This design comes from an exercise in tuning for small area, a short achievable clock period and few clock cycles on the open sky130 flow, not from production work. The RTL was checked by simulation tests, not by an equivalence proof against the original design. Power and IR drop assume default switching activity.

==> design/flow/design.v <==
`default_nettype none
package shell_pkg;
    localparam int ADDR_W     = 20;
    localparam int DATA_W     = 32;
    localparam int STRB_W     = DATA_W / 8;
    localparam int N_IRQ      = 16;
    localparam int MGMT_OFS_W = 16;
    localparam logic [ADDR_W-1:0] REGION0_BASE = 20'h0_0000;
    localparam logic [ADDR_W-1:0] REGION0_MASK = 20'hC_0000;
    localparam logic [ADDR_W-1:0] REGION1_BASE = 20'h4_0000;
    localparam logic [ADDR_W-1:0] REGION1_MASK = 20'hF_0000;
    localparam logic [ADDR_W-1:0] REGION2_BASE = 20'h5_0000;
    localparam logic [ADDR_W-1:0] REGION2_MASK = 20'hF_0000;
    localparam logic [MGMT_OFS_W-1:0] FW_CTRL_OFS    = 16'h0000;
    localparam logic [MGMT_OFS_W-1:0] FW_BLOCKED_OFS = 16'h0004;
    localparam int EMU_NREGS      = 16;
    localparam int EMU_IRQ_IDX    = 0;
    localparam int EMU_FINISH_IDX = 1;
    typedef enum logic [1:0] {
        RESP_OKAY   = 2'd0,
        RESP_SLVERR = 2'd2,
        RESP_DECERR = 2'd3
    } axil_resp_e;
    typedef enum logic [1:0] {
        REG_EMU,
        REG_CLKGEN,
        REG_MGMT,
        REG_NONE
    } region_e;
    typedef enum logic [1:0] {
        ST_IDLE,
        ST_REQ,
        ST_WAIT,
        ST_RESP
    } xact_state_e;
    typedef struct packed {
        logic [ADDR_W-1:0] addr;
        logic              write;
        logic [DATA_W-1:0] wdata;
        logic [STRB_W-1:0] wstrb;
    } axil_req_t;
    typedef struct packed {
        logic [DATA_W-1:0] rdata;
        axil_resp_e        resp;
    } axil_rsp_t;
endpackage
`default_nettype wire
`default_nettype none
module shell_top (
    input  logic        aclk,
    input  logic        aresetn,
    input  logic        req_valid_i,
    input  logic [56:0] req_i,
    output logic        req_ready_o,
    output logic        rsp_valid_o,
    output logic [33:0] rsp_o,
    input  logic        rsp_ready_i,
    output logic [15:0] irq_o,
    output logic        finish_o
);
    logic [19:0] addr;
    logic        wr;
    logic [31:0] wdata;
    logic [3:0]  wstrb;
    logic [3:0]  idx;
    assign addr  = req_i[56:37];
    assign wr    = req_i[36];
    assign wdata = req_i[35:4];
    assign wstrb = req_i[3:0];
    assign idx   = addr[5:2];
    localparam logic [31:0] HARD0 = 32'h0000_FFFF;   
    localparam logic [31:0] HARD1 = 32'h0000_0001;   
    logic        rsp_valid_q;
    logic        rsp_idle_q;     
    logic        rsp_free;       
    logic [33:0] rsp_q;
    logic        decouple_q;
    logic [31:0] blocked_cnt_q;
    logic        blocked_inc_q;
    logic [31:0] blocked_cnt;    
    logic [15:0] vld_q;
    logic [31:0] dat_q [16];
    logic        accept;
    logic        in_emu, in_mgmt, ofs_ctrl, ofs_blk;
    logic        emu_ok, emu_blk;
    logic [15:0] row;            
    logic [31:0] rdata;
    logic [1:0]  resp;
    assign in_emu   = (addr[19:18] == 2'b00);
    assign in_mgmt  = (addr[19:16] == 4'h5);
    assign ofs_ctrl = in_mgmt && (addr[15:0] == 16'h0000);
    assign ofs_blk  = in_mgmt && (addr[15:0] == 16'h0004);
    assign emu_ok   = in_emu && !decouple_q;
    assign emu_blk  = in_emu && decouple_q;
    for (genvar i = 0; i < 16; i++) begin : g_row
        assign row[i] = emu_ok && (idx == i);
    end
    assign req_ready_o = rsp_idle_q || rsp_ready_i;
    assign rsp_free    = !rsp_valid_q || rsp_ready_i;
    assign accept      = req_valid_i && rsp_free;
    assign rsp_valid_o = rsp_valid_q;
    assign rsp_o       = rsp_q;
    always_comb begin
        rdata = {31'b0, ofs_ctrl && decouple_q} | ({32{ofs_blk}} & blocked_cnt);
        for (int i = 0; i < 16; i++) begin
            for (int k = 0; k < 32; k++) begin
                if ((i == 0 && HARD0[k]) || (i == 1 && HARD1[k]))
                    rdata[k] = rdata[k] | (row[i] && dat_q[i][k]);
                else
                    rdata[k] = rdata[k] | (row[i] && vld_q[i] && dat_q[i][k]);
            end
        end
    end
    assign resp[1] = !(emu_ok || ofs_ctrl || ofs_blk);
    assign resp[0] = !(in_emu || in_mgmt);
    always_ff @(posedge aclk or negedge aresetn) begin
        if (!aresetn) begin
            rsp_valid_q <= 1'b0;
            rsp_idle_q  <= 1'b1;
        end else if (rsp_free) begin
            rsp_valid_q <= req_valid_i;
            rsp_idle_q  <= !req_valid_i;
        end
    end
    always_ff @(posedge aclk) begin
        if (rsp_free)
            rsp_q <= {rdata, resp};
    end
    assign blocked_cnt = blocked_cnt_q + {31'b0, blocked_inc_q};
    always_ff @(posedge aclk or negedge aresetn) begin
        if (!aresetn) begin
            decouple_q    <= 1'b0;
            blocked_inc_q <= 1'b0;
            blocked_cnt_q <= '0;
        end else begin
            if (accept && ofs_ctrl && wr && wstrb[0])
                decouple_q <= wdata[0];
            blocked_inc_q <= accept && emu_blk;
            blocked_cnt_q <= blocked_cnt;
        end
    end
    logic [31:0] wmask;
    logic [31:0] wval;
    logic [15:0] wrow;
    for (genvar b = 0; b < 4; b++) begin : g_mask
        assign wmask[8*b +: 8] = {8{wstrb[b]}};
    end
    assign wval = wdata & wmask;
    assign wrow = row & {16{accept && wr}};
    always_ff @(posedge aclk or negedge aresetn) begin
        if (!aresetn)
            vld_q <= '0;
        else
            vld_q <= vld_q | wrow;
    end
    for (genvar i = 0; i < 16; i++) begin : g_reg
        for (genvar k = 0; k < 32; k++) begin : g_bit
            if ((i == 0 && HARD0[k]) || (i == 1 && HARD1[k])) begin : g_hard
                always_ff @(posedge aclk or negedge aresetn) begin
                    if (!aresetn)
                        dat_q[i][k] <= 1'b0;
                    else if (wrow[i] && wstrb[k/8])
                        dat_q[i][k] <= wdata[k];
                end
            end else begin : g_soft
                always_ff @(posedge aclk) begin
                    if (wrow[i] && (wstrb[k/8] || !vld_q[i]))
                        dat_q[i][k] <= wval[k];
                end
            end
        end
    end
    assign irq_o    = dat_q[0][15:0];
    assign finish_o = dat_q[1][0];
endmodule
`default_nettype wire
==> design/flow/flow/run.sh <==
#!/bin/bash
# The standard layout, with plain buffers (not delay cells) on the ports
# and no dummy loads in the clock tree.
set -euo pipefail
export BUFFER_PORTS_ARGS="-buffer_cell sky130_fd_sc_hd__buf_2"
export CTS_ARGS="-sink_clustering_enable -repair_clock_nets -dont_use_dummy_load"
bash standard.sh > standard.log 2>&1
==> design/flow/standard.sh <==
#!/bin/bash
# synth_recipe.tcl (not shown) runs the flow's synth.tcl, then flattens the netlist and writes it again
# the make line also repeats each setting of config.mk as NAME=value (left out here)
make -C /OpenROAD-flow-scripts/flow DESIGN_CONFIG=/design/flow/config.mk WORK_HOME=/design/flow/orfs CLKGATE_MAP_FILE= SYNTH_SCRIPT=/design/flow/synth_recipe.tcl "${@:-finish}"
==> design/flow/config.mk <==
export PLATFORM = sky130hd
export DESIGN_NAME = shell_top
export DESIGN_NICKNAME = shell_top
export VERILOG_FILES = /design/flow/design.v
export SDC_FILE = /design/flow/constraint.sdc
export NUM_CORES = 4
export LEC_CHECK = 0
export CAP_MARGIN = 20
export CORE_MARGIN = 2
export CORE_UTILIZATION = 40
export PLACE_DENSITY = 0.6
export SETUP_SLACK_MARGIN = 2.75
export SLEW_MARGIN = 20
export TNS_END_PERCENT = 10
==> design/flow/constraint.sdc <==
create_clock -name core_clock -period 5.0 [get_ports {aclk}]
set_input_delay 1.0000 -clock core_clock [delete_from_list [all_inputs] [get_ports {aclk}]]
set_output_delay 1.0000 -clock core_clock [all_outputs]
set_load 0.01 [all_outputs]
==> results.toml, run 1 <==
[synth]
synth_ff_type = "edfxtp_1"
yosysSeqAreaShare_pct = 72.9
synth_top_area_share_pct = 65.7
synth.largest_area_cell = "edfxtp_1"
syn_inst = 1624
synth_warnings = 2
syn_area_per_cell_um2 = 14.9
netlist_top_cells_area = "edfxtp_1 66%, dfrtp_1 7.0%, a22oi_1 3.3%"
synth-edff-count = 529
synth_seq_cells = 598
async_flop_share_pct = 11.5
yosys.cell_types.count = 83
syn_area_mm2 = 0.0242

[routing]
highest_layer = "met5"
drcViolationCount = 0
wl_met3_mm = 14.3
wire_per_inst_um = 34.1
drt_iter0_drc = 3192
routed_wl_mm = 93.6
wl_met2_mm = 40.5
ant_nets = 0
vias = 18111
met1_length_mm = 33.4
first_pass_iters = 6
avgViaCountPerCell = 6.60

[power_and_ir_drop]
cellPowerDensity_mw_per_mm2 = 320
total_power_mw = 10.2
vdd_drop_max_mv = 0.192
p_leak_nw = 11.1

[floorplanning]
io-pin-count = 114
die_w_um = 250
fp-row-count = 90
fp.dieH_um = 250
core_area_mm2 = 0.0600
dieArea_mm2 = 0.0624
start_util_pct = 40.3

[clock_tree]
cts_tree = "yes"
numClockSinks = 598
cts_max_level = 2
cts_root_buf = "clkbuf_16"
clkTransAtPathRegs_ns = 0.06
clk_latency_ns = 0.64
cts.path.max_buffers = 3
cts_buffers = 59

[worst_setup_path]
r2r_setup_slack_ns = 2.60
critical_path_class = "in -> out"
required_ns = 4.00
path_cells = "buf_8 -> or2_4 -> buf_6"
cp_max_fo = 2
regToRegEndpoint = "dat_q[14][11]"
ff2ff_path_depth = 5
crit_start = "rsp_ready_i"
max_stage_delay_ns = 0.22
crit_family = "simple AND/OR/NAND/NOR gates"
crit_buf_inv = 2
endpoint_kind = "output pin"
timing.rr.start = "decouple_q"
critPathSlowestCell = "or2_4"
cp.arrival_ns = 1.44
start_kind = "input port"

[sta]
slew_violations = 0
layout_setup_ws_ns = 2.56
relSlewSlack_pct = 41.1
rsz0062_at_grt = "true"
setup_tns_ns = 0
worst_slew_pin_slew_ns = 0.883
finClkSkew_ns = 0.0456
hold_violations = 0
max_freq_mhz = 410
finalSetupViolCount = 0
finalCritPeriodShare_pct = 48.8
period_minus_slack_ns = 2.44

[place]
gp_congestion = 0.935
io_buffers = 113
dp_hpwl_mm = 56.8
dp_slack_ns = 0.363

[layout]
area_delta_synth_final_pct = 32.1
fill_cells = 4666
fin_nets = 2021
drive_gt1_share_pct = 36.3

[grt]
grt_start_max_net_pins = 70
grt_pass1_vias = 16868
overflow = 0
grt_use_total_pct = 28.4
grt_antenna_before_repair = 10
grt_pass1_wl_mm = 126

[job]
max_cap_viol_count = 0

[run_status]
status = "timing/DRC/antenna clean"

[worst_hold_path]
holdCritPathClass = "in -> async"
area by class of cell:
cell class,count,area [um^2],area share (%)
clock buffers,59,1480,4.62
diodes,5,12.5,0.0392
multi-input cells,873,7660,24.0
repair buffers,399,4060,12.7
repair inverters,1,7.51,0.0235
flip-flops and latches,598,17600,55.2
well taps,782,978,3.06
inverters,26,110,0.345
through the flow:
| step | hold WS [ns] | instances | area (um^2) | util, % |
|---|---|---|---|---|
| 2_1_floorplan | 0.435 | 1624 | 25100 | - |
| 3_3_place_gp | 0.447 | 2438 | 26400 | 43.9 |
| 3_5_place_dp | 0.450 | 2438 | 26400 | 44.0 |
| 4_1_cts | 0.463 | 2648 | 30400 | 50.7 |
| 5_1_grt | 0.472 | 2739 | 31900 | 53.2 |
| 6_report | 0.420 | 2743 | 31900 | 53.2 |
flip-flops by register name, indices dropped and copies added, names as in the netlist:
| name | count |
|---|---|
| dat_q | 512 |
| decouple_q | 1 |
| blocked_inc_q | 1 |
| blocked_cnt_q | 32 |
| rsp_idle_q | 1 |
| rsp_q | 34 |
| vld_q | 16 |
| rsp_valid_q | 1 |
power breakdown:
part           internal (mW)  switching [mW]  leakage, nW
clock network           2.05            1.73        0.727
registers               5.50          0.0484         5.65
logic                  0.312           0.587         4.72
total                   7.86            2.36         11.1
metal layers:
metal	up-vias	GRT usage (%)
met3	367	8.85
li1	7123	-
met1	8955	37.8
met2	1662	42.9
met5	-	0
met4	4	12.4
worst register-to-register path, stage by stage, from the launching register on:
cell and delay (ns):
dfrtp_2 0.46, or4b_4 0.63, nor2_4 0.27, buf_4 0.20, nand2_4 0.11, a21oi_4 0.40
repair_timing:
action | 4_1_cts | 5_1_grt
hold buffers | 0 | 0
setup endpoints to repair | 581 | 549
resized for setup | 188 | 119
buffers inserted | 140 | 78
cloned | 11 | 12
hold endpoints to repair | 0 | 0
pin swaps | 39 | 34
cells in the mapped netlist (14+ instances only):
cell        n
edfxtp_1  529
a21oi_1   142
xnor2_1    19
nand2b_1   21
and3_1     38
buf_2      38
a32o_1     19
o21ai_0    36
nand3_1    57
clkbuf_1   68
buf_4      19
nor3_1     14
nand4_1    16
inv_1      25
a221oi_1   17
a32oi_1    35
dfrtp_1    68
nand2_1    75
a22oi_1   105
and2_1     34
and3b_1    21
worst max path at each step:
stage	end	slack (ns)	cells after the start
floorplan	dat_q[4][16]	2.14	7
global placement	rsp_q[18]	0.30	7
detailed placement	rsp_q[28]	0.36	7
CTS	req_ready_o	2.57	3
global route	req_ready_o	2.55	3
finish	req_ready_o	2.56	3
logic make-up (layout without fill, tap and decap cells):
logic type	Yosys count	after routing	synth area share, %
and+or+nand+nor	377	381	9.52
xor gates and xnor gates	30	30	1.15
adders and majority gates	2	2	0.103
other	0	5	0
muxes	12	12	0.606
AOI/OAI and AO/OA	448	448	12.8
buffers and inverters	157	485	3.00
DFF	598	598	72.9
placed cells by master, fill, tap and decap left out, types with 12 or more instances in the layout:
cell type and instances:
dfrtp_1 55, and3_1 30, a21oi_1 70, nand2_1 54
a21oi_4 62, nand2b_1 21, nand3_1 50, a32oi_1 31
buf_2 104, clkbuf_16 67, and2_1 33, o211ai_1 13
a22oi_2 14, a22oi_1 91, edfxtp_1 529, buf_12 63
xnor2_1 14, a211oi_1 12, buf_6 32, and3b_1 16
a32o_1 18, inv_1 22, o21ai_0 31, buf_4 172
nand4_1 16
Testbench counts, summed over its fixed seeds: cycles 2,408.
==> run 2: changes to the inputs <==
--- a/design/flow/config.mk
+++ b/design/flow/config.mk
@@ -10,5 +10,4 @@
 export CORE_UTILIZATION = 40
 export PLACE_DENSITY = 0.6
-export SETUP_SLACK_MARGIN = 2.75
+export SETUP_SLACK_MARGIN = 2.3
 export SLEW_MARGIN = 20
-export TNS_END_PERCENT = 10
==> run 2 against run 1 <==
  * Area after synthesis did not move
  * Maximum frequency fell by 13%
  * Clock skew fell by 0.011 ns
  * Clock power rose by 3%
  * Utilization fell by 5.8 points
  * Synthesized cell count did not move
  * Still clean
  * Die area did not move
  * Global-route usage fell by 2.1 points
  * Wire length fell by 11%
  * Sequential power barely moved
  * Sequential share of layout area rose by 6.6 points
  * Largest cell class unchanged
==> results.toml, run 2 <==
[floorplanning]
fp.dieH_um = 250
fp-row-count = 90
start_util_pct = 40.3
dieArea_mm2 = 0.0624
core_area_mm2 = 0.0600
die_w_um = 250
io-pin-count = 114

[synth]
synth_common_cells = "529 x edfxtp_1, 142 x a21oi_1, 105 x a22oi_1"
syn_area_per_cell_um2 = 14.9
synth.largest_area_cell = "edfxtp_1"
synth-edff-count = 529
yosys.cell_types.count = 83
synth_xor_area_share_pct = 1.15
syn_area_mm2 = 0.0242
yosysMostFrequentCell = "edfxtp_1"
synthMuxAreaShare_pct = 0.606
yosysSeqAreaShare_pct = 72.9
yosys.area_share.simple_pct = 9.52
syn_inst = 1624
synth_warnings = 2
netlist_top_cells_area = "edfxtp_1 66%, dfrtp_1 7.0%, a22oi_1 3.3%"
synth_compound_area_share_pct = 12.8
async_flop_share_pct = 11.5
synth_seq_cells = 598
synth_ff_type = "edfxtp_1"
synthAdderAreaFrac_pct = 0.104
synth_top_area_share_pct = 65.7
synth_top_family_by_area = "compound AO/OA/AOI/OAI gates"

[layout]
num_antenna_cells = 0
largest_reg_flops = 512
regMostFlops = "dat_q"
area_delta_synth_final_pct = 17.8
top_regs = "dat_q (512), rsp_q (34), blocked_cnt_q (32)"
fin_nets = 1809
final_cell_mix = "529 x edfxtp_1, 110 x buf_2, 97 x a22oi_1, 79 x a21oi_1, 72 x buf_4"
final_common_cell = "edfxtp_1"
fill_cells = 5111
drive_gt1_share_pct = 24.2

[grt]
overflow = 0
grt_start_max_net_pins = 54
grt_util_met1_pct = 35.5
grt_pass1_vias = 15849
grt_use_total_pct = 26.3
grt_antenna_before_repair = 4
met3_usage_pct = 7.99
grt_pass1_wl_mm = 117
grt.busiest_layer = "met2"
grt_util_met2_pct = 39.4

[job]
max_cap_viol_count = 0

[power_and_ir_drop]
cellPowerDensity_mw_per_mm2 = 354
p_leak_nw = 9.50
vdd_drop_max_mv = 0.240
p_int_mw = 7.79
p_clk_share_pct = 38.4
p_sw_share_pct = 22.8
seq_power_share_pct = 55.0
p_switching_mw = 2.30
comb_power_share_pct = 6.5

[worst_setup_path]
cp.arrival_ns = 3.19
cp_max_fo = 53
critical_path_class = "in -> reg"
endpoint_kind = "flop"
required_ns = 5.39
start_kind = "input port"
ff2ff_path_depth = 5

[worst_hold_path]
holdCritPathClass = "in -> async"

[clock_tree]
cts.path.max_buffers = 3
clkTransAtPathRegs_ns = 0.06
numClockSinks = 598
postCtsHoldBufs = 0
cts_max_level = 2
cts_root_buf = "clkbuf_16"
clk_latency_ns = 0.64
cts_buffers = 61
cts_tree = "yes"

[place]
dp_slack_ns = 0.680
dp_hpwl_mm = 55.5
gp_congestion = 0.966
io_buffers = 113

[sta]
finalCritPeriodShare_pct = 55.9
layout_setup_ws_ns = 2.21
finalSetupViolCount = 0
worst_slew_pin_slew_ns = 1.06
slew_violations = 0
relSlewSlack_pct = 29.2
period_minus_slack_ns = 2.79
finClkSkew_ns = 0.0345
rsz0062_at_grt = "true"
hold_violations = 0
setup_tns_ns = 0
max_freq_mhz = 358

[routing]
ant_nets = 0
drcViolationCount = 0
first_pass_iters = 6
drt_iter0_drc = 2538
vias = 16191
routed_wl_mm = 83.2
wire_per_inst_um = 33.0
avgViaCountPerCell = 6.41

[run_status]
status = "timing/DRC/antenna clean"
[run 2: cell counts after synthesis]
No cell type changed its count.
[run 2: routing by layer]
metal  vias up  wire [um]
met2      1058      37100
met5         -        127
li1       6675          -
met3       176       9440
met1      8274      32900
met4         8       3670
[run 2: kinds of logic after synthesis]
family | after synthesis
compound gates | 448
simple gates | 377
xor+xnor | 30
mux | 12
flops | 598
fa+ha+maj | 2
buf+inv | 157
[run 2: metrics by stage]
stage | util (%) | hold slack [ns] | instance area [um^2] | cells | total power, mW
2_1_floorplan | - | 0.435 | 25300 | 1624 | 5.97
3_3_place_gp | 44.2 | 0.449 | 26500 | 2445 | 6.26
3_5_place_dp | 44.2 | 0.451 | 26500 | 2445 | 6.27
4_1_cts | 47.3 | 0.432 | 28400 | 2523 | 10.1
5_1_grt | 47.4 | 0.456 | 28500 | 2526 | 10.3
6_report | 47.4 | 0.411 | 28500 | 2526 | 10.1
[run 2: power groups by stage]
| stage | registers, mW | logic [mW] | clock network [mW] |
|---|---|---|---|
| CTS | 5.55 | 0.642 | 3.91 |
| floorplan | 5.62 | 0.348 | 0 |
| finish | 5.55 | 0.660 | 3.88 |
| detailed placement | 5.65 | 0.620 | 0 |
| global route | 5.55 | 0.683 | 4.09 |
| global placement | 5.65 | 0.613 | 0 |
[run 2: cell type report]
class / instances / area [um^2] / area share (%)
Multi-Input combinational cell: 869 / 6970 / 24.5
Inverter: 26 / 108 / 0.378
Clock buffer: 61 / 1530 / 5.36
Tap cell: 782 / 978 / 3.44
Sequential cell: 598 / 17600 / 61.9
Timing Repair Buffer: 190 / 1280 / 4.49
[run 2: path summary, 6_finish.rpt]
| kind | slack, ns | endpoint | start |
|---|---|---|---|
| min in group core_clock | 0.45 | rsp_idle_q | rsp_idle_q |
| max reg2reg | 2.29 | rsp_q[18] | vld_q[8] |
| min | 0.41 | dat_q[0][9] | aresetn |
| min reg2reg | 0.45 | rsp_idle_q | rsp_idle_q |
| max in group asynchronous | 3.57 | vld_q[11] | aresetn |
| max | 2.21 | rsp_q[21] | req_i[40] |
[run 2: worst max-delay path, stage by stage]
cell,delay [ns]
buf_12,0.23
buf_4,0.35
nor2b_1,0.13
buf_4,0.21
a32oi_1,0.20
a21oi_1,0.12
or4_1,0.67
a31o_1,0.24
[run 2: repair_timing]
item | in CTS | in global routing
cloned | 1 | 0
gates resized for setup | 43 | 17
buffers inserted | 16 | 3
pin swaps | 4 | 2
setup endpoints to repair | 520 | 38
==> run 3: changes to the inputs <==
--- a/design/flow/config.mk
+++ b/design/flow/config.mk
@@ -10,4 +10,4 @@
 export CORE_UTILIZATION = 40
 export PLACE_DENSITY = 0.6
-export SETUP_SLACK_MARGIN = 2.3
+export SETUP_SLACK_MARGIN = 2.1
 export SLEW_MARGIN = 20
==> run 3 against run 2 <==
  * Still clean on timing, DRC and antenna
  * Clock-buffer cell count decreased by 2
  * Final cell count rose by 0.28%
  * Sequential cell count unchanged
  * Sequential power is essentially flat
  * Clock skew shrank 0.0035 ns
  * Critical path type unchanged
  * Critical endpoint is now rsp_q[30]
  * Highest routed layer unchanged
==> results.toml, run 3 <==
[layout]
final_cell_mix = "529 x edfxtp_1, 110 x buf_2, 105 x a22oi_1, 103 x a21oi_1, 84 x buf_4"
fin_nets = 1816
fill_cells = 5212
top_regs = "dat_q (512), rsp_q (34), blocked_cnt_q (32)"
regMostFlops = "dat_q"
drive_gt1_share_pct = 20.9
final_common_cell = "edfxtp_1"
num_antenna_cells = 0
utilization_pct = 46.3
stdcell_count = 2533
area_delta_synth_final_pct = 14.9
largest_reg_flops = 512

[power_and_ir_drop]
p_int_mw = 7.70
seq_power_share_pct = 56.0
p_clk_share_pct = 38.0
p_sw_share_pct = 22.6
comb_power_share_pct = 5.9
p_leak_nw = 9.26
vdd_drop_max_mv = 0.266
p_switching_mw = 2.24
cellPowerDensity_mw_per_mm2 = 358

[job]
max_cap_viol_count = 0

[synth]
synth_ff_type = "edfxtp_1"
yosysSeqAreaShare_pct = 72.9
synth_common_cells = "529 x edfxtp_1, 142 x a21oi_1, 105 x a22oi_1"
syn_inst = 1624
async_flop_share_pct = 11.5
syn_area_mm2 = 0.0242
synth_seq_cells = 598
synth_warnings = 2
yosys.cell_types.count = 83
synth.largest_area_cell = "edfxtp_1"
yosysMostFrequentCell = "edfxtp_1"
syn_area_per_cell_um2 = 14.9
synth_top_area_share_pct = 65.7
synth-edff-count = 529
netlist_top_cells_area = "edfxtp_1 66%, dfrtp_1 7.0%, a22oi_1 3.3%"

[sta]
finClkSkew_ns = 0.0310
period_minus_slack_ns = 3.00
finalSetupViolCount = 0
max_freq_mhz = 333
rsz0062_at_grt = "true"
slew_violations = 0
holdWs_ns = 0.417
relSlewSlack_pct = 20.2
worst_slew_pin_slew_ns = 1.20
hold_violations = 0
setup_tns_ns = 0
finalCritPeriodShare_pct = 60.0

[place]
io_buffers = 113
gp_congestion = 0.971
dp_hpwl_mm = 56.2
dp.cells = 2469

[routing]
vias = 16446
wire_per_inst_um = 32.7
routed_wl_mm = 82.8
drcViolationCount = 0
ant_nets = 0
avgViaCountPerCell = 6.49
first_pass_iters = 10
drt_iter0_drc = 2668

[floorplanning]
core_area_mm2 = 0.0600
die_w_um = 250
fp-row-count = 90
io-pin-count = 114
dieArea_mm2 = 0.0624
start_util_pct = 40.3
fp.dieH_um = 250

[worst_setup_path]
cp_max_fo = 9
crit_buf_inv = 1
crit_start = "req_i[42]"
critPathSlowestCell = "nor4b_4"
path_cells = "buf_2 -> nor4b_4 -> nand3_1 -> o22ai_1 -> or4_1 -> a31o_2"
start_kind = "input port"
max_stage_delay_ns = 0.64
endpoint_kind = "flop"
critical_path_class = "in -> reg"
crit_family = "simple AND/OR/NAND/NOR gates"
cp.arrival_ns = 3.51
timing.rr.start = "decouple_q"
required_ns = 5.50

[grt]
grt_util_met1_pct = 36.6
overflow = 0
grt_pass1_vias = 15978
met3_usage_pct = 5.94
grt_pass1_wl_mm = 117
grt_antenna_before_repair = 6
grt_use_total_pct = 26.2
grt_util_met2_pct = 39.5
grt.busiest_layer = "met2"
grt_start_max_net_pins = 62

[clock_tree]
cts_root_buf = "clkbuf_16"
cts_buffers = 59
clkTransAtPathRegs_ns = 0.06
cts_tree = "yes"
postCtsHoldBufs = 0
clk_latency_ns = 0.63
cts.path.max_buffers = 3
numClockSinks = 598
cts_max_level = 2

[worst_hold_path]
holdCritPathClass = "in -> async"

[run_status]
status = "timing/DRC/antenna clean"
[run 3: cell counts after synthesis]
Identical to the previous run, type by type.
[run 3: final timing paths]
| kind | endpoint | slack, ns | cells past startpoint |
|---|---|---|---|
| worst max-delay path | rsp_q[30] | 2.00 | 6 |
| worst min-delay path | vld_q[4] | 0.42 | 1 |
| worst max register to register | dat_q[4][8] | 2.14 | 4 |
| worst min register to register | rsp_idle_q | 0.46 | 2 |
| max in group asynchronous | blocked_cnt_q[23] | 3.56 | 2 |
| min in group core_clock | rsp_idle_q | 0.46 | 2 |
[run 3: logic make-up after synthesis]
group / share of synthesized area (%)
compound gates: 12.8
xor+xnor: 1.15
fa+ha+maj: 0.103
buf+inv: 3.00
flops: 72.9
mux: 0.606
simple gates: 9.52
[run 3: stage by stage]
| step | setup slack [ns] | power, mW | cell area, um^2 |
|---|---|---|---|
| final | 2.00 | 9.95 | 27800 |
| after CTS | 2.00 | 9.93 | 27600 |
| after floorplan | 1.92 | 5.92 | 24400 |
| after global placement | 0.999 | 6.22 | 26000 |
| after detailed placement | 0.937 | 6.22 | 26000 |
| after global routing | 2.07 | 10.2 | 27800 |
[run 3: area by class of cell]
cell class	count	area [um^2]	share of cell area, %
clock buffers	59	1480	5.32
inverters	26	105	0.378
multi-input cells	869	6320	22.7
flip-flops and latches	598	17600	63.4
repair buffers	199	1280	4.62
well taps	782	978	3.52
[run 3: layer usage]
metal / part of all wire, % / up-vias
met4: 4.0 / 4
li1: - / 6691
met1: 40 / 8336
met3: 11 / 204
met2: 45 / 1211
met5: 0.030 / -
[run 3: what timing repair did]
item	in CTS	in global routing
endpoints found under the setup margin	303	220
pin swaps	1	0
buffers inserted	3	1
resized for setup	36	24
[run 3: power groups by stage]
| stage | Combinational (mW) | Clock [mW] | Sequential [mW] |
|---|---|---|---|
| 5_1_grt | 0.611 | 3.99 | 5.57 |
| 4_1_cts | 0.567 | 3.80 | 5.57 |
| 3_3_place_gp | 0.551 | 0 | 5.67 |
| 6_report | 0.589 | 3.78 | 5.57 |
| 2_1_floorplan | 0.295 | 0 | 5.62 |
| 3_5_place_dp | 0.555 | 0 | 5.67 |
==> run 4: changes to the inputs <==
--- a/design/flow/config.mk
+++ b/design/flow/config.mk
@@ -10,4 +10,4 @@
 export CORE_UTILIZATION = 40
 export PLACE_DENSITY = 0.6
-export SETUP_SLACK_MARGIN = 2.1
+export SETUP_SLACK_MARGIN = 2.75
 export SLEW_MARGIN = 20
==> run 4 against run 3 <==
  * First-iteration DRC count rose by 7.3%
  * Sequential power fell by 0.7%
  * Sequential share of layout area fell by 8.6 points
  * Critical endpoint is now req_ready_o
  * Largest cell class unchanged
  * Highest routed layer unchanged
==> results.toml, run 4 <==
[job]
max_cap_viol_count = 0

[layout]
largest_reg_flops = 512
drive_gt1_share_pct = 37.5
top_regs = "dat_q (512), rsp_q (34), blocked_cnt_q (32)"
fin_nets = 2012
final_common_cell = "edfxtp_1"
area_delta_synth_final_pct = 33.0
finalInstanceArea_mm2 = 0.0322
regMostFlops = "dat_q"
final_cell_mix = "529 x edfxtp_1, 156 x buf_4, 105 x buf_2, 76 x buf_12, 75 x a22oi_1"

[routing]
drcViolationCount = 0
drt_iter0_drc = 2862
first_pass_iters = 8
avgViaCountPerCell = 6.45
ant_nets = 0
vias = 17605
routed_wl_mm = 91.8
wire_per_inst_um = 33.6

[clock_tree]
clk_latency_ns = 0.64
cts_max_level = 2
numClockSinks = 598
cts_root_buf = "clkbuf_16"
cts.path.max_buffers = 3
cts_buffers = 61
cts_tree = "yes"
postCtsHoldBufs = 0
clkTransAtPathRegs_ns = 0.06

[worst_setup_path]
cp.arrival_ns = 1.43
crit_buf_inv = 2
required_ns = 4.00
endpoint_kind = "output pin"
cp_max_fo = 2
crit_family = "simple AND/OR/NAND/NOR gates"
start_kind = "input port"
critPathSlowestCell = "or2_4"
critical_path_class = "in -> out"
path_cells = "buf_8 -> or2_4 -> buf_6"
max_stage_delay_ns = 0.22

[place]
placed_area_mm2 = 0.0266
io_buffers = 113
dp_hpwl_mm = 54.9
gp_congestion = 0.928

[power_and_ir_drop]
total_power_mw = 10.3
comb_power_share_pct = 8.6
p_leak_nw = 11.1
p_int_mw = 7.92
seq_power_share_pct = 53.6
p_clk_share_pct = 37.7
cellPowerDensity_mw_per_mm2 = 320
p_switching_mw = 2.38
vdd_drop_max_mv = 0.254
p_sw_share_pct = 23.1

[sta]
slew_violations = 0
max_freq_mhz = 411
finalSetupViolCount = 0
setup_tns_ns = 0
worst_slew_pin_slew_ns = 0.965
finalCritPeriodShare_pct = 48.7
rsz0062_at_grt = "true"
relSlewSlack_pct = 35.5
period_minus_slack_ns = 2.43
hold_violations = 0
finClkSkew_ns = 0.0459

[worst_hold_path]
holdCritPathClass = "in -> async"

[grt]
grt_pass1_vias = 17273
grt_use_total_pct = 28.8
overflow = 0
grt_antenna_before_repair = 1
grt_pass1_wl_mm = 127
grt_util_met1_pct = 36.9
met3_usage_pct = 9.35
grt_start_max_net_pins = 44
grt_util_met2_pct = 44.3
grt.busiest_layer = "met2"

[synth]
synth_common_cells = "529 x edfxtp_1, 142 x a21oi_1, 105 x a22oi_1"
synth.largest_area_cell = "edfxtp_1"
syn_area_mm2 = 0.0242
async_flop_share_pct = 11.5
synth_seq_cells = 598
synth_ff_type = "edfxtp_1"
yosysSeqAreaShare_pct = 72.9
synth-edff-count = 529
yosys.cell_types.count = 83
yosysMostFrequentCell = "edfxtp_1"
syn_area_per_cell_um2 = 14.9
syn_inst = 1624
synth_top_area_share_pct = 65.7
synth_warnings = 2
netlist_top_cells_area = "edfxtp_1 66%, dfrtp_1 7.0%, a22oi_1 3.3%"

[floorplanning]
dieArea_mm2 = 0.0624
io-pin-count = 114
fp-row-count = 90
core_area_mm2 = 0.0600
start_util_pct = 40.3
die_w_um = 250
fp.dieH_um = 250

[run_status]
status = "timing/DRC/antenna clean"
run 4: cell counts after synthesis:
Identical to the previous run, type by type.
run 4: timing repair:
action	4_1_cts	5_1_grt
endpoints found under the setup margin	573	284
setup buffers	158	43
resized for setup	228	70
pin swaps	70	64
gates cloned	17	4
run 4: cells by family (layout without fill, tap and decap cells):
group           after synthesis  in the layout  share of synthesized area, %
buf+inv                     157            474                          3.00
flops                       598            598                          72.9
compound gates              448            448                          12.8
fa+ha+maj                     2              2                         0.103
other cells                   0              1                             0
simple gates                377            383                          9.52
xor+xnor                     30             30                          1.15
mux                          12             12                         0.606
run 4: final timing paths:
| kind | start | end | slack (ns) | cells past startpoint |
|---|---|---|---|---|
| setup / recovery | rsp_ready_i | req_ready_o | 2.57 | 3 |
| hold / removal | aresetn | dat_q[0][9] | 0.40 | 1 |
| setup reg to reg | vld_q[6] | rsp_q[21] | 2.63 | 7 |
| hold reg to reg | rsp_idle_q | rsp_idle_q | 0.46 | 2 |
| max in group asynchronous | aresetn | vld_q[13] | 3.67 | 2 |
| min in group core_clock | rsp_idle_q | rsp_idle_q | 0.46 | 2 |
run 4: worst register-to-register path, delay by kind of cell, from the launching register on:
family | cells | cell delay [ns]
simple gates | 2 | 0.83
compound gates | 3 | 0.53
flops | 1 | 0.40
buf+inv | 2 | 0.36
run 4: area by class of cell:
cell class | instances | area (um^2)
timing repair buffer | 387 | 4100
multi-input combinational | 875 | 7810
sequential | 598 | 17600
fill | 4677 | 27900
antenna | 1 | 2.50
clock buffer | 61 | 1530
tap | 782 | 978
inverter | 26 | 111
run 4: routing by layer:
metal	vias up	share of wire (%)
met5	-	0.069
met4	2	5.5
met3	254	14
met2	1449	45
met1	8784	36
li1	7116	-
run 4: stage by stage:
| stage | hold slack (ns) | cells | worst slack [ns] | util [%] |
|---|---|---|---|---|
| final | 0.396 | 2730 | 2.57 | 53.6 |
| after floorplan | 0.439 | 1624 | 2.18 | - |
| after CTS | 0.400 | 2682 | 2.57 | 52.2 |
| after global routing | 0.441 | 2729 | 2.56 | 53.6 |
| after detailed placement | 0.457 | 2446 | 0.642 | 44.3 |
| after global placement | 0.449 | 2446 | 0.614 | 44.3 |
run 4: power groups by stage:
stage / Combinational (mW) / Sequential [mW] / Clock, mW
global placement: 0.615 / 5.65 / 0
CTS: 0.820 / 5.53 / 3.89
floorplan: 0.362 / 5.62 / 0
detailed placement: 0.620 / 5.65 / 0
global route: 0.909 / 5.53 / 4.06
finish: 0.890 / 5.53 / 3.89
==> run 5: changes to the inputs <==
==> design/flow/flow/run.sh (replaced) <==
#!/bin/bash
# The standard layout, with plain buffers (not delay cells) on the ports
# and a clock tree of smaller buffers without dummy loads.
set -euo pipefail
export BUFFER_PORTS_ARGS="-buffer_cell sky130_fd_sc_hd__buf_2"
export CTS_ARGS="-sink_clustering_enable -repair_clock_nets -dont_use_dummy_load -buf_list {sky130_fd_sc_hd__clkbuf_4 sky130_fd_sc_hd__clkbuf_8}"
bash standard.sh > standard.log 2>&1
--- a/design/flow/config.mk
+++ b/design/flow/config.mk
@@ -10,4 +10,4 @@
 export CORE_UTILIZATION = 40
 export PLACE_DENSITY = 0.6
-export SETUP_SLACK_MARGIN = 2.75
+export SETUP_SLACK_MARGIN = 2.5
 export SLEW_MARGIN = 20
==> run 5 against run 4 <==
  * Still clean on timing, DRC and antenna
  * Clock-buffer cell count increased by 36
  * Sequential power about the same
  * Critical path depth increased by 2
  * Largest cell class unchanged
  * Largest power group unchanged
  * Highest routed layer is now met4
==> results.toml, run 5 <==
[run_status]
status = "timing/DRC/antenna clean"

[layout]
finalInstanceArea_mm2 = 0.0290
fin_nets = 1877
top_regs = "dat_q (512), rsp_q (34), blocked_cnt_q (32)"
drive_gt1_share_pct = 28.9
final_common_cell = "edfxtp_1"
utilization_pct = 48.4
final_cell_mix = "529 x edfxtp_1, 108 x buf_2, 97 x clkbuf_8, 90 x a22oi_1, 79 x buf_4"
regMostFlops = "dat_q"
area_delta_synth_final_pct = 20.0
largest_reg_flops = 512

[synth]
yosysMostFrequentCell = "edfxtp_1"
syn_inst = 1624
yosys.cell_types.count = 83
async_flop_share_pct = 11.5
netlist_top_cells_area = "edfxtp_1 66%, dfrtp_1 7.0%, a22oi_1 3.3%"
synth_warnings = 2
synth_common_cells = "529 x edfxtp_1, 142 x a21oi_1, 105 x a22oi_1"
synth_top_area_share_pct = 65.7
synth.largest_area_cell = "edfxtp_1"
synth-edff-count = 529
syn_area_mm2 = 0.0242
yosysSeqAreaShare_pct = 72.9
syn_area_per_cell_um2 = 14.9
synth_seq_cells = 598
synth_ff_type = "edfxtp_1"

[power_and_ir_drop]
vdd_drop_max_mv = 0.172
p_leak_nw = 9.76
total_power_mw = 9.70
cellPowerDensity_mw_per_mm2 = 334

[sta]
finalCritPeriodShare_pct = 51.8
worst_slew_pin_slew_ns = 0.943
finalSetupViolCount = 0
hold_violations = 0
relSlewSlack_pct = 37.1
rsz0062_at_grt = "true"
slew_violations = 0
max_freq_mhz = 386
finClkSkew_ns = 0.0594
layout_setup_ws_ns = 2.41
period_minus_slack_ns = 2.59
setup_tns_ns = 0

[place]
dp_hpwl_mm = 56.5
io_buffers = 113
dp_slack_ns = 0.717
placed_area_mm2 = 0.0265
gp_congestion = 0.952

[worst_setup_path]
crit_start = "vld_q[9]"
start_kind = "flop"
required_ns = 5.42
endpoint_kind = "flop"
timing.rr.start = "vld_q[9]"
cp.arrival_ns = 3.01
cp_max_fo = 12
critical_path_class = "reg -> reg"

[routing]
wire_per_inst_um = 32.6
routed_wl_mm = 84.7
drt_iter0_drc = 2385
avgViaCountPerCell = 6.42
vias = 16662
first_pass_iters = 8
drcViolationCount = 0
ant_nets = 0

[floorplanning]
fp-row-count = 90
io-pin-count = 114
start_util_pct = 40.3
dieArea_mm2 = 0.0624
die_w_um = 250
core_area_mm2 = 0.0600
fp.dieH_um = 250

[clock_tree]
clkTransAtPathRegs_ns = 0.06
cts_buffers = 97
cts_max_level = 3
cts.path.max_buffers = 3
cts_root_buf = "clkbuf_8"
numClockSinks = 598
clk_latency_ns = 0.72
cts_tree = "yes"

[grt]
overflow = 0
grt_start_max_net_pins = 46
grt_antenna_before_repair = 0
grt_use_total_pct = 26.9
grt_pass1_vias = 16305
grt_pass1_wl_mm = 119

[worst_hold_path]
holdCritPathClass = "in -> async"

[job]
max_cap_viol_count = 0
==> run 5: cell counts after synthesis <==
No cell type changed its count.
==> run 5: logic make-up after synthesis <==
| kind of cell | after synthesis | share of synthesized area [%] |
|---|---|---|
| and+or+nand+nor | 377 | 9.52 |
| buffers and inverters | 157 | 3.00 |
| muxes | 12 | 0.606 |
| adders and majority gates | 2 | 0.103 |
| DFF | 598 | 72.9 |
| xor gates and xnor gates | 30 | 1.15 |
| AOI/OAI and AO/OA | 448 | 12.8 |
==> run 5: power by group <==
group / internal [mW] / switching (mW)
Sequential: 5.50 / 0.0607
Combinational: 0.198 / 0.496
Clock: 1.70 / 1.75
Total: 7.39 / 2.30
==> run 5: worst paths after layout <==
path	to	slack [ns]	depth (start not counted)
min in group core_clock	rsp_idle_q	0.46	2
worst min register to register	rsp_idle_q	0.46	2
worst max register to register	rsp_q[27]	2.41	5
worst min-delay path	blocked_cnt_q[21]	0.29	1
worst max-delay path	rsp_q[27]	2.41	5
max in group asynchronous	decouple_q	3.67	2
==> run 5: repair_timing <==
item	CTS	global route
endpoints found under the setup margin	551	114
pin swaps	15	7
setup buffers	39	17
cloned	1	0
hold buffers	0	0
gates resized for setup	82	43
==> run 5: worst max-delay path, cell delays in order, from the launching register on <==
cell      delay (ns)
dfrtp_2         0.58
and3b_4         0.33
buf_4           0.22
and3_2          0.36
a21oi_1         0.57
o211ai_1        0.22
==> run 5: routing by layer <==
metal	vias to the layer above	part of all wire [%]	GRT usage, %
li1	6807	-	-
met1	8473	39	35.3
met2	1156	46	41.6
met3	226	11	7.52
met4	0	4.5	12.0
met5	-	0	0
==> run 5: per-stage QoR <==
step	hold slack (ns)	cells
2_1_floorplan	0.435	1624
3_3_place_gp	0.446	2439
3_5_place_dp	0.449	2440
4_1_cts	0.271	2577
5_1_grt	0.337	2594
6_report	0.285	2595
==> run 5: area by class of cell <==
type | instances | area, um^2
antenna | 1 | 2.50
multi-input combinational | 869 | 7210
inverter | 26 | 113
tap | 782 | 978
fill | 5069 | 31000
sequential | 598 | 17600
clock buffer | 97 | 1340
timing repair buffer | 222 | 1760
==> run 6: changes to the inputs <==
==> design/flow/flow/run.sh (replaced) <==
#!/bin/bash
# The standard layout, with plain buffers (not delay cells) on the ports
# and a clock tree of smaller buffers without dummy loads.
set -euo pipefail
export BUFFER_PORTS_ARGS="-buffer_cell sky130_fd_sc_hd__buf_2"
export CTS_ARGS="-sink_clustering_enable -repair_clock_nets -dont_use_dummy_load -buf_list {sky130_fd_sc_hd__clkbuf_8} -sink_clustering_size 12 -sink_clustering_max_diameter 50"
bash standard.sh > standard.log 2>&1
--- a/design/flow/config.mk
+++ b/design/flow/config.mk
@@ -10,4 +10,4 @@
 export CORE_UTILIZATION = 40
 export PLACE_DENSITY = 0.6
-export SETUP_SLACK_MARGIN = 2.5
+export SETUP_SLACK_MARGIN = 2.6
 export SLEW_MARGIN = 20
==> run 6 against run 5 <==
  * Still clean on timing, DRC and antenna
  * Sequential cell count unchanged
  * Worst setup slack improved by 0.12 ns
  * Critical path depth rose by 3
  * Via count grew 1.1%
  * Global-route usage increased by 0.32 points
  * Clock-buffer cell count decreased by 36
  * Area after synthesis stayed put
  * Critical path type is now in -> reg
==> results.toml, run 6 <==
[synth]
synth_common_cells = "529 x edfxtp_1, 142 x a21oi_1, 105 x a22oi_1"
synth_xor_area_share_pct = 1.15
yosysSeqAreaShare_pct = 72.9
yosys.cell_types.count = 83
synth_ff_type = "edfxtp_1"
syn_area_per_cell_um2 = 14.9
synth.largest_area_cell = "edfxtp_1"
synth_compound_area_share_pct = 12.8
synth-edff-count = 529
synth_warnings = 2
synth_top_family_by_area = "compound AO/OA/AOI/OAI gates"
syn_inst = 1624
synth_top_area_share_pct = 65.7
yosys.area_share.simple_pct = 9.52
syn_area_mm2 = 0.0242
synthAdderAreaFrac_pct = 0.104
async_flop_share_pct = 11.5
yosysMostFrequentCell = "edfxtp_1"
netlist_top_cells_area = "edfxtp_1 66%, dfrtp_1 7.0%, a22oi_1 3.3%"
synth_seq_cells = 598
synthMuxAreaShare_pct = 0.606

[grt]
grt_antenna_before_repair = 2
grt_start_max_net_pins = 70
grt_pass1_vias = 16250
grt_pass1_wl_mm = 121
overflow = 0
grt_use_total_pct = 27.2

[floorplanning]
start_util_pct = 40.3
fp.dieH_um = 250
dieArea_mm2 = 0.0624
io-pin-count = 114
fp-row-count = 90
die_w_um = 250
core_area_mm2 = 0.0600

[sta]
rsz0062_at_grt = "true"
relSlewSlack_pct = 36.0
max_freq_mhz = 404
finClkSkew_ns = 0.0672
slew_violations = 0
finalCritPeriodShare_pct = 49.5
worst_slew_pin_slew_ns = 0.955
hold_violations = 0
period_minus_slack_ns = 2.47
finalSetupViolCount = 0
setup_tns_ns = 0

[routing]
avgViaCountPerCell = 6.50
drt_iter0_drc = 2485
routed_wl_mm = 86.4
drcViolationCount = 0
vias = 16847
wire_per_inst_um = 33.4
ant_nets = 0
first_pass_iters = 5

[clock_tree]
cts.path.max_buffers = 3
cts_root_buf = "clkbuf_8"
numClockSinks = 598
cts_max_level = 2
cts_buffers = 61
clk_latency_ns = 0.71
postCtsHoldBufs = 0
cts_tree = "yes"
clkTransAtPathRegs_ns = 0.08

[worst_setup_path]
max_stage_delay_ns = 0.59
start_kind = "input port"
endpoint_kind = "flop"
critPathSlowestCell = "or4_4"
crit_family = "simple AND/OR/NAND/NOR gates"
cp.arrival_ns = 2.90
crit_buf_inv = 4
r2r_setup_slack_ns = 2.57
path_cells = "buf_16 -> buf_6 -> clkinv_2 -> buf_6 -> nand3_1 -> o22ai_1 -> or4_4 -> a31o_2"
cpMostUsedCell = "buf_6"
critical_path_class = "in -> reg"
required_ns = 5.42
cp_max_fo = 26

[power_and_ir_drop]
comb_power_share_pct = 8.2
vdd_drop_max_mv = 0.174
p_clk_share_pct = 29.9
seq_power_share_pct = 61.9
p_sw_share_pct = 24.2
p_switching_mw = 2.16
p_int_mw = 6.78
p_leak_nw = 9.75
cellPowerDensity_mw_per_mm2 = 307

[layout]
area_delta_synth_final_pct = 20.4
final_cell_mix = "529 x edfxtp_1, 105 x buf_2, 88 x a22oi_1, 87 x buf_4, 77 x a21oi_1"
fin_nets = 1872
finalInstanceArea_mm2 = 0.0291
regMostFlops = "dat_q"
final_common_cell = "edfxtp_1"
top_regs = "dat_q (512), rsp_q (34), blocked_cnt_q (32)"
drive_gt1_share_pct = 29.7
largest_reg_flops = 512

[run_status]
status = "timing/DRC/antenna clean"

[place]
gp_congestion = 0.933
io_buffers = 113
placed_area_mm2 = 0.0265
dp_hpwl_mm = 55.7

[worst_hold_path]
holdCritPathClass = "in -> async"

[job]
max_cap_viol_count = 0
run 6: cell counts after synthesis:
No cell type changed its count.
run 6: area by class of cell:
class | count | area, um^2
fill | 5038 | 30900
sequential | 598 | 17600
multi-input combinational | 873 | 7300
timing repair buffer | 249 | 2230
tap | 782 | 978
clock buffer | 61 | 840
inverter | 26 | 110
antenna | 1 | 2.50
run 6: cells by family (layout without fill, tap and decap cells):
family,count (synthesis),in the layout
xor gates and xnor gates,30,30
other,0,1
buffers and inverters,157,336
and+or+nand+nor,377,381
DFF,598,598
adders and majority gates,2,2
AOI/OAI and AO/OA,448,448
muxes,12,12
run 6: routing by layer:
metal  GRT usage [%]  routed length (um)  vias to the layer above
li1                -                   -                     6808
met1            36.4               33000                     8549
met2            42.4               39200                     1237
met3            6.80                9980                      251
met4            11.2                4270                        2
met5               0                  13                        -
run 6: repair_timing:
action	4_1_cts	5_1_grt
pin swaps	13	14
setup buffers	62	23
endpoints found under the setup margin	563	227
gates resized for setup	106	44
gates cloned	4	3
run 6: path summary, 6_finish.rpt:
path / from / end / cells past startpoint
hold reg to reg: rsp_idle_q / rsp_idle_q / 2
max in group asynchronous: aresetn / vld_q[9] / 1
hold / removal: aresetn / dat_q[0][9] / 1
min in group core_clock: rsp_idle_q / rsp_idle_q / 2
setup reg to reg: vld_q[8] / rsp_q[18] / 6
setup / recovery: req_i[40] / rsp_q[30] / 8
run 6: worst register-to-register path, stage by stage (launching register included):
cell and delay, ns:
dfrtp_1 0.39, buf_8 0.19, nor3b_2 0.19, buf_6 0.18, a222oi_1 0.66, a311o_1 0.38, o211ai_1 0.16
run 6: power by group through the flow:
| stage | clock, mW | sequential (mW) | combinational [mW] |
|---|---|---|---|
| 3_3_place_gp | 0 | 5.66 | 0.594 |
| 2_1_floorplan | 0 | 5.62 | 0.361 |
| 4_1_cts | 2.68 | 5.54 | 0.677 |
| 6_report | 2.67 | 5.53 | 0.733 |
| 3_5_place_dp | 0 | 5.66 | 0.602 |
| 5_1_grt | 2.86 | 5.53 | 0.752 |
run 6: per-stage QoR:
stage / power, mW / hold WS, ns / worst slack, ns / instances / util (%)
3_5_place_dp: 6.27 / 0.464 / 1.04 / 2436 / 44.2
4_1_cts: 8.90 / 0.473 / 2.55 / 2563 / 47.6
2_1_floorplan: 5.98 / 0.435 / 2.18 / 1624 / -
5_1_grt: 9.15 / 0.345 / 2.55 / 2589 / 48.5
3_3_place_gp: 6.26 / 0.446 / 0.769 / 2436 / 44.2
6_report: 8.94 / 0.307 / 2.53 / 2590 / 48.5
==> run 7: changes to the inputs <==
==> design/flow/flow/run.sh (replaced) <==
#!/bin/bash
# The standard layout, with plain buffers (not delay cells) on the ports
# and a clock tree of smaller buffers without dummy loads.
set -euo pipefail
export BUFFER_PORTS_ARGS="-buffer_cell sky130_fd_sc_hd__buf_2"
export CTS_ARGS="-sink_clustering_enable -repair_clock_nets -dont_use_dummy_load -buf_list {sky130_fd_sc_hd__clkbuf_8} -sink_clustering_size 16 -sink_clustering_max_diameter 60"
bash standard.sh > standard.log 2>&1
--- a/design/flow/config.mk
+++ b/design/flow/config.mk
@@ -8,6 +8,6 @@
 export CAP_MARGIN = 20
 export CORE_MARGIN = 2
-export CORE_UTILIZATION = 40
-export PLACE_DENSITY = 0.6
-export SETUP_SLACK_MARGIN = 2.6
+export CORE_UTILIZATION = 55
+export PLACE_DENSITY = 0.75
+export SETUP_SLACK_MARGIN = 2.5
 export SLEW_MARGIN = 20
==> run 7 against run 6 <==
  * Still clean on timing, DRC and antenna
  * Utilization is 16 points higher
  * Sequential power about the same
  * Largest cell class unchanged
  * Global-route usage up 7.5 points
==> results.toml, run 7 <==
[clock_tree]
numClockSinks = 598
clkTransAtPathRegs_ns = 0.10
cts.path.max_buffers = 3
cts_tree = "yes"
postCtsHoldBufs = 0
cts_max_level = 2
cts_buffers = 46
clk_latency_ns = 0.66
cts_root_buf = "clkbuf_8"

[synth]
async_flop_share_pct = 11.5
synth_warnings = 2
synth.largest_area_cell = "edfxtp_1"
synth_ff_type = "edfxtp_1"
syn_inst = 1624
netlist_top_cells_area = "edfxtp_1 66%, dfrtp_1 7.0%, a22oi_1 3.3%"
synth-edff-count = 529
syn_area_per_cell_um2 = 14.9
syn_area_mm2 = 0.0242
yosysSeqAreaShare_pct = 72.9
synth_common_cells = "529 x edfxtp_1, 142 x a21oi_1, 105 x a22oi_1"
synth_seq_cells = 598
yosys.cell_types.count = 83
yosysMostFrequentCell = "edfxtp_1"
synth_top_area_share_pct = 65.7

[place]
io_buffers = 113
dp_hpwl_mm = 50.0
dp_slack_ns = 0.857
gp_congestion = 0.938

[routing]
ant_nets = 0
drt_iter0_drc = 2924
drcViolationCount = 0
avgViaCountPerCell = 7.17
routed_wl_mm = 79.5
wire_per_inst_um = 34.1
vias = 16732
first_pass_iters = 6

[power_and_ir_drop]
total_power_mw = 8.55
p_leak_nw = 9.33
p_sw_share_pct = 24.0
comb_power_share_pct = 8.0
vdd_drop_max_mv = 0.259
cellPowerDensity_mw_per_mm2 = 307
p_int_mw = 6.50
p_switching_mw = 2.05
seq_power_share_pct = 64.8
p_clk_share_pct = 27.2

[sta]
layout_setup_ws_ns = 2.44
rsz0062_at_grt = "true"
finClkSkew_ns = 0.0585
worst_slew_pin_slew_ns = 1.11
relSlewSlack_pct = 26.2
setup_tns_ns = 0
max_freq_mhz = 391
finalCritPeriodShare_pct = 51.2
period_minus_slack_ns = 2.56
slew_violations = 0
holdWs_ns = 0.377
finalSetupViolCount = 0
hold_violations = 0

[worst_setup_path]
cp.arrival_ns = 2.94
ff2ff_path_depth = 5
required_ns = 5.38
start_kind = "flop"
cp_max_fo = 22
critical_path_class = "reg -> reg"
endpoint_kind = "flop"

[layout]
final_common_cell = "edfxtp_1"
fin_nets = 1809
top_regs = "dat_q (512), rsp_q (34), blocked_cnt_q (32)"
largest_reg_flops = 512
fill_cells = 2962
final_cell_mix = "529 x edfxtp_1, 107 x buf_2, 89 x a22oi_1, 80 x a21oi_1"
area_delta_synth_final_pct = 15.3
drive_gt1_share_pct = 25.4
utilization_pct = 64.4
regMostFlops = "dat_q"

[floorplanning]
io-pin-count = 114
fp-row-count = 76
fp.dieH_um = 214
core_area_mm2 = 0.0433
start_util_pct = 55.9
die_w_um = 214
dieArea_mm2 = 0.0456

[grt]
grt_pass1_vias = 16201
grt_start_max_net_pins = 48
grt_use_total_pct = 34.7
overflow = 0
grt_util_met2_pct = 50.7
met3_usage_pct = 12.7
grt_util_met1_pct = 46.2
grt.busiest_layer = "met2"
grt_antenna_before_repair = 5
grt_pass1_wl_mm = 111

[run_status]
status = "timing/DRC/antenna clean"

[job]
max_cap_viol_count = 0

[worst_hold_path]
holdCritPathClass = "in -> async"
-- run 7: layout make-up --
cell class | instances | area (um^2) | area share [%]
Sequential cell | 598 | 17600 | 63.2
Multi-Input combinational cell | 872 | 7150 | 25.7
Timing Repair Buffer | 202 | 1620 | 5.81
Tap cell | 585 | 732 | 2.63
Clock buffer | 46 | 633 | 2.27
Inverter | 26 | 103 | 0.368
Antenna cell | 4 | 10.0 | 0.0359
-- run 7: stage by stage --
stage	instance area (um^2)	instances
final	27900	2333
after detailed placement	26200	2235
after global placement	26200	2235
after global routing	27900	2330
after floorplan	25500	1624
after CTS	27400	2308
-- run 7: timing repair --
item / CTS / global route
resized for setup: 61 / 32
setup endpoints to repair: 545 / 168
pin swaps: 7 / 6
setup buffers: 25 / 18
gates cloned: 2 / 3
-- run 7: final timing paths --
| path | from | end | slack [ns] |
|---|---|---|---|
| setup / recovery | vld_q[11] | rsp_q[3] | 2.44 |
| hold / removal | aresetn | blocked_cnt_q[27] | 0.38 |
| setup reg to reg | vld_q[11] | rsp_q[3] | 2.44 |
| hold reg to reg | rsp_idle_q | rsp_idle_q | 0.47 |
| max in group asynchronous | aresetn | rsp_idle_q | 3.67 |
| min in group core_clock | rsp_idle_q | rsp_idle_q | 0.47 |
-- run 7: kinds of logic after synthesis --
group,after synthesis,share of synthesized area (%)
xor gates and xnor gates,30,1.15
adders and majority gates,2,0.103
buffers and inverters,157,3.00
DFF,598,72.9
muxes,12,0.606
AOI/OAI and AO/OA,448,12.8
and+or+nand+nor,377,9.52
-- run 7: power groups by stage --
stage / Sequential (mW) / Combinational [mW] / Clock (mW)
final: 5.53 / 0.685 / 2.33
after global routing: 5.54 / 0.699 / 2.48
after CTS: 5.53 / 0.635 / 2.32
after detailed placement: 5.64 / 0.598 / 0
after global placement: 5.64 / 0.587 / 0
after floorplan: 5.62 / 0.361 / 0
-- run 7: critical path, stage by stage, from the launching register on --
cell and delay (ns):
dfrtp_4 0.67, and3_4 0.41, a221oi_1 0.49, o2bb2ai_1 0.16
a211oi_2 0.34, o211ai_1 0.19
-- run 7: per-layer routing --
layer | share of wire (%) | up-vias
met4 | 5.9 | 4
met2 | 44 | 1527
li1 | - | 6669
met5 | 0.034 | -
met3 | 16 | 335
met1 | 35 | 8197
==> run 8: changes to the inputs <==
--- a/design/flow/flow/run.sh
+++ b/design/flow/flow/run.sh
@@ -5,3 +5,4 @@
 export BUFFER_PORTS_ARGS="-buffer_cell sky130_fd_sc_hd__buf_2"
 export CTS_ARGS="-sink_clustering_enable -repair_clock_nets -dont_use_dummy_load -buf_list {sky130_fd_sc_hd__clkbuf_8} -sink_clustering_size 16 -sink_clustering_max_diameter 60"
+export REMOVE_ABC_BUFFERS=1
 bash standard.sh > standard.log 2>&1
--- a/design/flow/config.mk
+++ b/design/flow/config.mk
@@ -8,6 +8,6 @@
 export CAP_MARGIN = 20
 export CORE_MARGIN = 2
-export CORE_UTILIZATION = 55
-export PLACE_DENSITY = 0.75
+export CORE_UTILIZATION = 40
+export PLACE_DENSITY = 0.6
 export SETUP_SLACK_MARGIN = 2.5
 export SLEW_MARGIN = 20
==> run 8 against run 7 <==
  * Sequential power is essentially flat
  * Critical endpoint is now dat_q[2][15]
  * Area after synthesis is the same
  * Register-to-register slack gained 0.03 ns
  * Clock power is essentially flat
  * Synthesized cell count is the same
  * Critical path depth grew 2
  * Wire length grew 5.7%
  * Sequential share of layout area grew 1.1 points
  * Combinational power shrank 9.6%
  * Sequential cell count is the same
  * Worst setup slack lost 0.030 ns
==> results.toml, run 8 <==
[run_status]
status = "timing/DRC/antenna clean"

[synth]
synth_warnings = 2
synth_ff_type = "edfxtp_1"
yosys.cell_types.count = 83
yosysSeqAreaShare_pct = 72.9
syn_area_per_cell_um2 = 14.9
syn_inst = 1624
synth_seq_cells = 598
netlist_top_cells_area = "edfxtp_1 66%, dfrtp_1 7.0%, a22oi_1 3.3%"
synth_common_cells = "529 x edfxtp_1, 142 x a21oi_1, 105 x a22oi_1"
synth.largest_area_cell = "edfxtp_1"
async_flop_share_pct = 11.5
syn_area_mm2 = 0.0242
synth-edff-count = 529
synth_top_area_share_pct = 65.7
yosysMostFrequentCell = "edfxtp_1"

[layout]
regMostFlops = "dat_q"
largest_reg_flops = 512
utilization_pct = 45.6
drive_gt1_share_pct = 22.9
final_common_cell = "edfxtp_1"
num_antenna_cells = 0
top_regs = "dat_q (512), rsp_q (34), blocked_cnt_q (32)"
fin_nets = 1841
stdcell_count = 2558
area_delta_synth_final_pct = 13.3
final_cell_mix = "529 x edfxtp_1, 126 x a21oi_1, 112 x buf_4, 107 x buf_2, 104 x a22oi_1"

[worst_setup_path]
endpoint_kind = "flop"
cp.arrival_ns = 2.97
required_ns = 5.38
critical_path_class = "in -> reg"
timing.rr.start = "decouple_q"
r2r_setup_slack_ns = 2.47
ff2ff_path_depth = 6
start_kind = "input port"
cp_max_fo = 9
regToRegEndpoint = "dat_q[2][15]"

[clock_tree]
cts_root_buf = "clkbuf_8"
cts_tree = "yes"
clk_latency_ns = 0.68
postCtsHoldBufs = 0
numClockSinks = 598
clkTransAtPathRegs_ns = 0.10
cts_max_level = 2
cts_buffers = 45
cts.path.max_buffers = 3

[floorplanning]
fp.dieH_um = 250
die_w_um = 250
start_util_pct = 40.3
io-pin-count = 114
fp-row-count = 90
core_area_mm2 = 0.0600
dieArea_mm2 = 0.0624

[job]
max_cap_viol_count = 0

[routing]
drcViolationCount = 0
routed_wl_mm = 84.1
first_pass_iters = 5
drt_iter0_drc = 2357
avgViaCountPerCell = 6.43
wire_per_inst_um = 32.9
vias = 16441
ant_nets = 0

[sta]
period_minus_slack_ns = 2.59
max_freq_mhz = 386
worst_slew_pin_slew_ns = 1.13
setup_tns_ns = 0
finalCritPeriodShare_pct = 51.8
hold_violations = 0
finalSetupViolCount = 0
finClkSkew_ns = 0.102
rsz0062_at_grt = "true"
relSlewSlack_pct = 24.4
slew_violations = 0

[grt]
grt_start_max_net_pins = 70
grt_util_met1_pct = 36.4
grt.busiest_layer = "met2"
grt_pass1_vias = 16034
overflow = 0
met3_usage_pct = 5.45
grt_pass1_wl_mm = 118
grt_use_total_pct = 26.6
grt_util_met2_pct = 41.8
grt_antenna_before_repair = 1

[power_and_ir_drop]
p_clk_share_pct = 27.4
seq_power_share_pct = 65.3
p_switching_mw = 2.03
cellPowerDensity_mw_per_mm2 = 310
comb_power_share_pct = 7.3
vdd_drop_max_mv = 0.175
p_int_mw = 6.47
p_leak_nw = 9.16
p_sw_share_pct = 23.8

[place]
io_buffers = 113
gp_congestion = 0.930
dp_hpwl_mm = 56.1
dp.cells = 2494

[worst_hold_path]
holdCritPathClass = "in -> async"
## run 8: worst max path at each step
stage	start	end	slack, ns	cells after the start
floorplan	req_i[42]	rsp_q[6]	0.90	4
detailed placement	req_i[40]	dat_q[15][14]	1.03	6
finish	req_i[55]	dat_q[2][15]	2.41	7
CTS	rsp_valid_q	dat_q[1][30]	2.47	8
global placement	req_i[40]	rsp_q[21]	0.98	7
global route	req_i[55]	dat_q[2][13]	2.42	7
## run 8: final cells by class
class / count / area (um^2)
inverters: 26 / 101
fillers: 5274 / 32600
clock buffers: 45 / 619
flip-flops and latches: 598 / 17600
multi-input cells: 870 / 6390
repair buffers: 237 / 1670
well taps: 782 / 978
## run 8: logic make-up after synthesis
| logic type | synth area share [%] |
|---|---|
| adders and majority gates | 0.103 |
| AOI/OAI and AO/OA | 12.8 |
| and+or+nand+nor | 9.52 |
| xor gates and xnor gates | 1.15 |
| DFF | 72.9 |
| buffers and inverters | 3.00 |
| muxes | 0.606 |
## run 8: critical path, cell delays in order
cell and delay, ns:
buf_2 0.16, or4_4 0.64, nor2_4 0.24, buf_4 0.15, nand2_2 0.16, a21oi_1 0.33, buf_4 0.26
## run 8: power by group through the flow
| stage | sequential [mW] | combinational, mW | clock (mW) |
|---|---|---|---|
| 2_1_floorplan | 5.64 | 0.200 | 0 |
| 3_3_place_gp | 5.65 | 0.546 | 0 |
| 3_5_place_dp | 5.65 | 0.555 | 0 |
| 4_1_cts | 5.55 | 0.594 | 2.36 |
| 5_1_grt | 5.55 | 0.642 | 2.50 |
| 6_report | 5.55 | 0.619 | 2.32 |
## run 8: what timing repair did
| item | CTS | global route |
|---|---|---|
| resized for setup | 104 | 46 |
| gates cloned | 3 | 0 |
| pin swaps | 3 | 3 |
| buffers inserted | 8 | 8 |
| endpoints found under the setup margin | 505 | 410 |
## run 8: routing by layer
metal	vias up	routed length, um
met5	-	0
met1	8410	32900
li1	6725	-
met3	204	9050
met2	1102	38600
met4	0	3540
## run 8: stage by stage
step                cell area (um^2)  setup slack (ns)  hold WS [ns]  power [mW]
global placement               25900             0.977         0.448        6.20
floorplan                      23500             0.905         0.435        5.85
global route                   27400              2.42         0.416        8.70
finish                         27400              2.41         0.358        8.49
CTS                            27100              2.47         0.490        8.50
detailed placement             25900              1.03         0.472        6.21

-- static timing again, ports no longer ideal --
No port has a modelled driver above. Below, the same layouts with a new extraction and two added sets of constraints. Step 1 sets driving cells, clkbuf_16 on the clock port and buf_2 on the other inputs (assumed; they add their load-dependent delay and slew). Step 2 adds t to the input delays and takes it off the output delays; t is the mean of the earliest and latest rising clock arrival at the registers after step 1. Input paths then give back, and output paths get back, about the clock's delay inside the block. Slacks: ideal ports / drivers / drivers and shift; pairs: ideal ports / drivers.
run	t (ns)	setup slack, ns	worst register clock-pin slew, ns
run 1	0.685	2.562 / 2.285 / 1.599	0.06 / 0.06
run 2	0.684	2.207 / 2.194 / 1.509	0.06 / 0.06
run 3	0.677	1.998 / 2.041 / 1.364	0.06 / 0.06
run 4	0.683	2.566 / 2.273 / 1.590	0.06 / 0.06
run 5	0.746	2.410 / 2.410 / 1.738	0.06 / 0.06
run 6	0.742	2.525 / 2.391 / 1.649	0.09 / 0.09
run 7	0.683	2.440 / 2.373 / 1.690	0.11 / 0.11
run 8	0.689	2.411 / 2.309 / 1.621	0.11 / 0.11
After both steps setup and hold are still met in every run listed. The setup slack of run 4, which loses most, moves by -0.293 ns with the drivers and by -0.976 ns with both steps.
